What follows belongs to an exercise in optimizing a design on an open flow for small area, a short achievable clock period and few clock cycles per item; a production flow would make more cautious choices. Only simulation tests tie the RTL to the original design; equivalence was not proved.

Design bce_mean_loss, start of the top module:
module bce_mean_loss #(
  parameter int MAX_ELEMENTS = 4096
) (
  input  wire logic        clk,
  input  wire logic        rst_n,
  input  wire logic        in_valid,
  output logic             in_ready,
  input  wire logic [16:0] in_prediction,
  input  wire logic [16:0] in_target,
  input  wire logic        in_last_element,
  output logic             out_valid,
  input  wire logic        out_ready,
  output logic [31:0]      out_mean_loss,
  output logic [12:0]      out_element_count,
  input  wire logic        cfg_psel,
  input  wire logic        cfg_penable,
  input  wire logic        cfg_pwrite,
  input  wire logic [2:0]  cfg_paddr,
  input  wire logic [31:0] cfg_pwdata,
  output logic [31:0]      cfg_prdata,
  output logic             cfg_pready
);
Size in the first run: ~770 flip-flops, ~160 I/O pins, about 0.053 mm^2 of cells after synthesis.
clock: 13.0 ns
lec_check: 0
cap_margin: 20
core_margin: 2
core_utilization: 40
slew_margin: 20
run.sh (not shown) runs the stock make flow with config.mk's settings and CLKGATE_MAP_FILE= SYNTH_SCRIPT=/design/flow/synth_recipe.tcl, a recipe that flattens the netlist after the stock synthesis.
Testbench counts at the start, summed over its fixed seeds: cycles 17,087, items 16,000.
Rerun with:
==> flow/flow/run.sh (new file) <==
#!/bin/bash
# Standard layout, with timing repair asked to leave 8 ns of setup slack at
# the design's clock period (the constraints themselves are unchanged).
set -o pipefail
export SETUP_SLACK_MARGIN=8
bash standard.sh > standard.log 2>&1
==> flow/standard.sh (new file) <==
#!/bin/bash
# synth_recipe.tcl (not shown) runs the flow's synth.tcl, then flattens the netlist and writes it again
# the make line also repeats each setting of config.mk as NAME=value (left out here)
make -C /OpenROAD-flow-scripts/flow DESIGN_CONFIG=/design/flow/config.mk WORK_HOME=/design/flow/orfs CLKGATE_MAP_FILE= SYNTH_SCRIPT=/design/flow/synth_recipe.tcl "${@:-finish}"
removed: flow/run.sh
Outcome: The new run completed without violations; first-iteration DRC count is higher by 6.1%; wire length went up by 0.53%; die area does not change.

========
bce_mean_loss, a different RTL version from the one above (not shown whole).
Size in the first run: ~5,600 cells after synthesis, roughly 790 flip-flops, ~53,000 um^2 of cells after synthesis.
Settings: LEC_CHECK=0, CAP_MARGIN=20, CORE_MARGIN=2, CORE_UTILIZATION=40, CTS_BUF_LIST=sky130_fd_sc_hd__clkbuf_8, SLEW_MARGIN=20; clock period 13.0 ns.
standard.sh (not shown) runs the stock make flow with config.mk's settings and CLKGATE_MAP_FILE= SYNTH_SCRIPT=/design/flow/synth_recipe.tcl, a recipe that flattens the netlist after the stock synthesis.
==> flow/flow/run.sh <==
#!/bin/bash
# Standard layout, with timing repair asked to leave 9 ns of setup slack at
# the design's clock period (the constraints themselves are unchanged).
set -o pipefail
export SETUP_SLACK_MARGIN=9
bash standard.sh > standard.log 2>&1
The first run ran to the end with no violations.
Testbench counts at the start, summed over its fixed seeds: cycles 16,460, items 16,000.
==> next run, changes <==
Settings changed: CORE_UTILIZATION 40 to 55, CTS_BUF_LIST sky130_fd_sc_hd__clkbuf_8 to not set, PLACE_DENSITY set to 0.7.
Result: The changed run ran to the end with no violations. Worst hold slack improved by 0.024 ns. Sequential share of layout area increases by 0.48 points. Worst setup slack improves by 0.15 ns. Cell count shrinks by a little under a tenth. First-iteration DRC count rose by a quarter to a third. Cell area drops slightly. Maximum frequency climbs by a few percent. Global-route usage goes up by 6.8 points.
==> next run, changes <==
==> flow/flow/run.sh (replaced) <==
#!/bin/bash
# Standard layout, with timing repair asked to leave 8.5 ns of setup slack at
# the design's clock period (the constraints themselves are unchanged).
set -o pipefail
export SETUP_SLACK_MARGIN=8.5
bash standard.sh > standard.log 2>&1
Settings changed: CORE_UTILIZATION 55 to 40, PLACE_DENSITY 0.7 to not set.
What happened: Wire length barely changes. Maximum frequency drops by 9.1%. Non-clock buffer count fell by 21. Count of clock-buffer cells in the layout went up by 16. Setup slack loses 0.40 ns.
==> next run, changes <==
==> flow/flow/run.sh (replaced) <==
#!/bin/bash
# Standard layout, with timing repair asked to leave 9 ns of setup slack at
# the design's clock period (the constraints themselves are unchanged).
set -o pipefail
export SETUP_SLACK_MARGIN=9
bash standard.sh > standard.log 2>&1
What happened: The changed run ran to the end with no violations; cell area grows by 1.2%; first-iteration DRC count stays flat; via count went up by 0.97%; sequential share of layout area drops by 0.21 points; routed wire length rises by 1.9%; count of clock-buffer cells in the layout came out higher by 3; synthesized area stays the same; setup slack gets better by 0.38 ns.

========
Starting RTL as in the previous note.
Settings: LEC_CHECK=0, CAP_MARGIN=20, CORE_MARGIN=2, CORE_UTILIZATION=40, SLEW_MARGIN=20; clock period 13.0 ns.
==> flow/flow/run.sh <==
#!/bin/bash
# Standard layout, with timing repair asked to leave 9.3 ns of setup slack at
# the design's clock period (the constraints themselves are unchanged).
set -o pipefail
export SETUP_SLACK_MARGIN=9.3
bash standard.sh > standard.log 2>&1
Testbench counts at the start, summed over its fixed seeds: cycles 16,460, items 16,000.
==> next run, changes <==
==> flow/flow/run.sh (replaced) <==
#!/bin/bash
# Standard layout, with timing repair asked to leave 9 ns of setup slack at
# the design's clock period (the constraints themselves are unchanged).
set -o pipefail
export SETUP_SLACK_MARGIN=9
bash standard.sh > standard.log 2>&1
--- a/flow/config.mk
+++ b/flow/config.mk
@@ -9,3 +9,4 @@
 export CORE_MARGIN = 2
-export CORE_UTILIZATION = 40
+export CORE_UTILIZATION = 65
+export PLACE_DENSITY = 0.78
 export SLEW_MARGIN = 20
What happened: The new run produced a clean layout. Final cell count decreases by 11%. Routed wire length is lower by 5.7%. Design area went down by 4.4%. Core utilization is higher by 26 points.

========
bce_mean_loss, a different RTL version from the one above (not shown whole).
Size in the first run: ~160 I/O pins, about 48000 um^2 of cells after synthesis.
## bce_mean_loss
module bce_mean_loss #(
  parameter int MAX_ELEMENTS = 4096
) (
  input  wire logic        clk,
  input  wire logic        rst_n,
  input  wire logic        in_valid,
  output logic             in_ready,
  input  wire logic [16:0] in_prediction,
  input  wire logic [16:0] in_target,
  input  wire logic        in_last_element,
  output logic             out_valid,
  input  wire logic        out_ready,
  output logic [31:0]      out_mean_loss,
  output logic [12:0]      out_element_count,
  input  wire logic        cfg_psel,
  input  wire logic        cfg_penable,
  input  wire logic        cfg_pwrite,
  input  wire logic [2:0]  cfg_paddr,
  input  wire logic [31:0] cfg_pwdata,
  output logic [31:0]      cfg_prdata,
  output logic             cfg_pready
);
  logic        mode_r;
  logic [12:0] rowlen_r;
  logic [12:0] rdata_r;
  assign cfg_pready = 1'b1;
  always_ff @(posedge clk) begin
    if (!rst_n) begin
      mode_r <= 1'b0; rowlen_r <= 13'd1;
    end else if (cfg_psel && cfg_penable && cfg_pwrite) begin
      if (!cfg_paddr[2]) mode_r <= cfg_pwdata[0];
      else rowlen_r <= cfg_pwdata[12:0];
    end
  end
  always_ff @(posedge clk) begin
    if (!rst_n) rdata_r <= cfg_paddr[2] ? 13'd1 : 13'd0;
    else rdata_r <= cfg_paddr[2] ? rowlen_r : {12'd0, mode_r};
  end
  assign cfg_prdata = {19'd0, rdata_r};
  logic [1:0] open_r;
  logic       rdy_r, in_fire, end_fire, out_fire;
  logic [1:0] open_nx;
  assign in_ready = rdy_r;
  assign in_fire  = in_valid && rdy_r;
  assign end_fire = in_fire && in_last_element;
  assign out_fire = out_valid && out_ready;
  assign open_nx  = open_r + 2'(end_fire) - 2'(out_fire);
  always_ff @(posedge clk) begin
    if (!rst_n) begin
      open_r <= 2'd0; rdy_r <= 1'b1;
    end else begin
      open_r <= open_nx; rdy_r <= open_nx != 2'd3;
    end
  end
  logic        fr_valid, fr_last;
  logic [35:0] fr_xa, fr_xb;
  bce_front u_front (.clk, .rst_n, .in_fire,
    .prediction(in_prediction), .target(in_target), .last_element(in_last_element),
    .fr_valid, .fr_last, .fr_xa, .fr_xb);
  bce_back u_back (.clk, .rst_n, .fr_valid, .fr_last, .fr_xa, .fr_xb,
    .div_mode(mode_r), .row_len(rowlen_r), .out_valid, .out_ready,
    .out_mean_loss, .out_element_count);
endmodule
Settings: LEC_CHECK=0, CAP_MARGIN=20, CORE_MARGIN=2, CORE_UTILIZATION=40, SLEW_MARGIN=20; clock period 13.0 ns.
run.sh (not shown) runs the stock make flow with config.mk's settings and CLKGATE_MAP_FILE= SYNTH_SCRIPT=/design/flow/synth_recipe.tcl, a recipe that flattens the netlist after the stock synthesis.
Stock flow here: none of the scripts above is used.
Testbench counts at the start, summed over its fixed seeds: cycles 16,920, items 16,000.
Then changed:
==> flow/flow/run.sh (new file) <==
#!/bin/bash
# Standard layout, with timing repair asked to leave 7 ns of setup slack at
# the design's clock period (the constraints themselves are unchanged).
set -o pipefail
export SETUP_SLACK_MARGIN=7
bash standard.sh > standard.log 2>&1
==> flow/standard.sh (new file) <==
#!/bin/bash
# synth_recipe.tcl (not shown) runs the flow's synth.tcl, then flattens the netlist and writes it again
# the make line also repeats each setting of config.mk as NAME=value (left out here)
make -C /OpenROAD-flow-scripts/flow DESIGN_CONFIG=/design/flow/config.mk WORK_HOME=/design/flow/orfs CLKGATE_MAP_FILE= SYNTH_SCRIPT=/design/flow/synth_recipe.tcl "${@:-finish}"
removed: flow/run.sh
Outcome: Clock-buffer cell count stays the same. Global-route usage barely changes. Synthesized cell count does not change. Via count climbs by 0.63%.

## re-timing with driven ports
The flow's constraints put no driver on any port. The routed layouts listed below were extracted and timed again, unchanged, in two steps. Step 1 (the two cells are an assumption about what drives the block):
set clk [get_ports {clk}]
set_driving_cell -lib_cell sky130_fd_sc_hd__clkbuf_16 $clk
set_driving_cell -lib_cell sky130_fd_sc_hd__buf_2 [delete_from_list [all_inputs] $clk]
Step 2 moves the port delays by t, midway between the first and last clock arrival at a register: inputs arrive t later, outputs are due t later. That takes back most of the time a late clock gives input paths. Slacks: ideal ports / drivers / drivers and shift; pairs: ideal ports / drivers.
| run | t (ns) | setup slack, ns | worst hold slack (ns) | worst setup path after step 2 | worst data-port slew with drivers (ns) |
|---|---|---|---|---|---|
| the first run of note 1 | 0.762 | 7.581 / 7.581 / 7.481 | 0.322 / 0.322 / 0.322 | input to register | 0.05 |
| the second run of note 1 | 0.764 | 8.232 / 8.232 / 7.592 | 0.316 / 0.316 / 0.316 | input to register | 0.07 |
| the first run of note 2 | 0.914 | 8.878 / 8.810 / 8.126 | 0.286 / 0.286 / 0.286 | input to register | 0.06 |
| the second run of note 2 | 0.726 | 9.026 / 8.953 / 8.368 | 0.310 / 0.310 / 0.310 | input to register | 0.07 |
| the third run of note 2 | 0.779 | 8.627 / 8.555 / 7.917 | 0.323 / 0.323 / 0.323 | input to register | 0.05 |
| the fourth run of note 2 | 0.780 | 9.007 / 8.945 / 8.273 | 0.315 / 0.315 / 0.315 | input to register | 0.05 |
| the first run of note 3 | 0.770 | 8.989 / 8.913 / 8.606 | 0.298 / 0.298 / 0.298 | input to register | 0.06 |
| the second run of note 3 | 0.712 | 8.997 / 8.964 / 8.326 | 0.310 / 0.310 / 0.310 | input to register | 0.05 |
| the first run of note 4 | 0.700 | 6.464 / 6.464 / 6.464 | 0.320 / 0.320 / 0.320 | register to register | 0.05 |
| the second run of note 4 | 0.706 | 7.192 / 7.192 / 7.192 | 0.320 / 0.320 / 0.320 | register to register | 0.05 |
After both steps every run listed still meets setup and hold. The setup slack of the first run of note 2, which loses most, moves by -0.068 ns with the drivers and by -0.752 ns with both steps.
